This design comes from an exercise in tuning for small area on the open sky130 flow, not from production work.
In this exercise RTL edits were held to simulation tests only and were not proved equivalent to the original.
Power is estimated from default activity; no workload was simulated.

## reg_bank_mp
module reg_bank_mp #(
  parameter int WL       = 32,
  parameter int AL       = 5,
  parameter int NRD      = 2,
  parameter int ZERO_REG = 1
) (
  input  logic              clk,
  input  logic              rst_n,
  input  logic              wr_en,
  input  logic [AL-1:0]     w_addr,
  input  logic [WL-1:0]     w_data,
  input  logic              rsv_en,
  input  logic [AL-1:0]     rsv_addr,
  input  logic [NRD-1:0]    rd_en,
  input  logic [NRD*AL-1:0] r_addr,
  output logic [NRD*WL-1:0] r_data,
  output logic [NRD-1:0]    r_valid,
  output logic [NRD-1:0]    r_pending
);
  localparam int DEPTH = 1 << AL;
  localparam int E0    = (ZERO_REG != 0) ? 1 : 0;   
  localparam int NE    = DEPTH - E0;                 
  localparam int NS    = NE + 2;                     
  localparam int NG    = (NS + 2) / 3;               
  logic [NE*WL-1:0] mem_reg;    
  logic [NE*WL-1:0] mem_nxt;
  logic [NE-1:0]    vld_reg;    
  logic [NE-1:0]    pend_reg;
  ...
clock: 5.0 ns
lec_check: 0
cap_margin: 20
cell_pad_in_sites_detail_placement: 1
core_margin: 2
core_utilization: 40
place_density: 0.5
slew_margin: 20
synth_hierarchical: 1
synth_minimum_keep_size: 0
standard.sh (not shown) runs the stock make flow with config.mk's settings and CLKGATE_MAP_FILE= SYNTH_SCRIPT=/design/flow/synth_recipe.tcl, a recipe that flattens the netlist after the stock synthesis.
==> flow/flow/run.sh <==
#!/bin/bash
# The standard layout (standard.sh), with three changes that only affect
# buffering: the clock tree uses no dummy loads and clusters sinks under
# clkbuf_8 leaf buffers, and the port buffers are the smallest buffer cell.
# Each step's full output goes to its own log in this folder.
set -e
export CTS_ARGS="-sink_clustering_enable -repair_clock_nets -dont_use_dummy_load -buf_list sky130_fd_sc_hd__clkbuf_8 -sink_clustering_size 15 -sink_clustering_max_diameter 60"
export BUFFER_PORTS_ARGS="-buffer_cell sky130_fd_sc_hd__buf_1"
bash standard.sh synth > synth.log 2>&1
bash standard.sh finish > finish.log 2>&1
==> next run, changes <==
CAP_MARGIN = 10   (was 20)
CORE_UTILIZATION = 50   (was 40)
PLACE_DENSITY = 0.6   (was 0.5)
SLEW_MARGIN = 10   (was 20)
Outcome: The new run completed without violations. Cell area came out lower by 1.7%. Worst setup slack gets worse by 0.59 ns. Clock skew went down by 0.011 ns. Global-route usage grows by 6.2 points. Total power fell by 1.5%. Via count is higher by 0.35%. Routed wire length is lower by 6.4%. Maximum frequency shrinks by 14%. Combinational power is about the same. Cell count shrinks by 5.8%. Core utilization rose by 9.4 points.
==> next run, changes <==
==> flow/run.sh (new file) <==
#!/bin/bash
# synth_recipe.tcl (not shown) runs the flow's synth.tcl, then flattens the netlist and writes it again
# the make line also repeats each setting of config.mk as NAME=value (left out here)
make -C /OpenROAD-flow-scripts/flow DESIGN_CONFIG=/design/flow/config.mk WORK_HOME=/design/flow/orfs CLKGATE_MAP_FILE= SYNTH_SCRIPT=/design/flow/synth_recipe.tcl finish
CAP_MARGIN = 20   (was 10)
CORE_UTILIZATION = 40   (was 50)
CTS_BUF_LIST = sky130_fd_sc_hd__clkbuf_16   (was default)
CTS_CLUSTER_DIAMETER = 80   (was default)
CTS_CLUSTER_SIZE = 24   (was default)
PLACE_DENSITY = 0.5   (was 0.6)
SLEW_MARGIN = 20   (was 10)
removed: flow/flow/run.sh
removed: flow/standard.sh
Outcome: The changed run completed without violations; clock skew drops by 0.050 ns; routed wire length grows by a little under a tenth; critical path depth does not change; via count falls slightly; final area increases by a few percent; synthesized area stays the same; global-route usage goes down by 5.9 points; core utilization went down by 8.4 points; maximum frequency fell by a few percent; sequential share of layout area is lower by 1.9 points.

========
Another version of the RTL of reg_bank_mp (not shown whole).
Size: ~1100 flip-flops, roughly 130 I/O pins, about 48000 sq um of cells after synthesis.
clock: 5.0 ns
lec_check: 0
cap_margin: 20
core_margin: 2
core_utilization: 40
slew_margin: 20
synth_hierarchical: 1
synth_minimum_keep_size: 0
run.sh (not shown) runs the stock make flow with config.mk's settings and CLKGATE_MAP_FILE= SYNTH_SCRIPT=/design/flow/synth_recipe.tcl, a recipe that flattens the netlist after the stock synthesis.
Stock flow here: none of the scripts above is used.
Then changed:
CTS_BUF_LIST = sky130_fd_sc_hd__clkbuf_16   (was unset)
CTS_CLUSTER_DIAMETER = 80   (was unset)
CTS_CLUSTER_SIZE = 24   (was unset)
Outcome:
- The changed run completed without violations
- setup slack gets better by 67 ps
- worst hold slack improves by 6.4 ps
- total power decreases by 15%

-- static timing again, ports no longer ideal --
Ports are ideal in the flow. The routed layouts listed here were re-timed in OpenROAD. Step 1 (the two cells are an assumption about what drives the block):
set clk [get_ports {clk}]
set_driving_cell -lib_cell sky130_fd_sc_hd__clkbuf_16 $clk
set_driving_cell -lib_cell sky130_fd_sc_hd__buf_2 [delete_from_list [all_inputs] $clk]
Step 2 adds t to the input delays and takes it off the output delays; t is the mean of the earliest and latest rising clock arrival at the registers after step 1. Input paths then give back, and output paths get back, about the clock's delay inside the block. Three values: ideal, step 1, step 2; two values: the first two.
| run | t, ns | setup WS [ns] | latest minus earliest clock arrival (ns) | worst register clock-pin slew, ns |
|---|---|---|---|---|
| the first run of note 1 | 0.872 | 1.435 / 1.430 / 0.558 | 0.100 / 0.100 | 0.11 / 0.11 |
| the second run of note 1 | 0.850 | 0.847 / 0.894 / 0.045 | 0.097 / 0.097 | 0.11 / 0.11 |
| the third run of note 1 | 0.807 | 0.566 / 0.618 / -0.189 | 0.031 / 0.031 | 0.11 / 0.11 |
| the first run of note 2 | 0.790 | 0.597 / 0.655 / -0.135 | 0.025 / 0.025 | 0.07 / 0.07 |
| the second run of note 2 | 0.782 | 0.664 / 0.716 / -0.066 | 0.057 / 0.056 | 0.11 / 0.11 |
Met with ideal ports but missed after step 2: setup timing in the third run of note 1, the first run of note 2 and the second run of note 2. The setup slack of the first run of note 1, which loses most, moves by -0.005 ns with the drivers and by -0.877 ns with both steps.
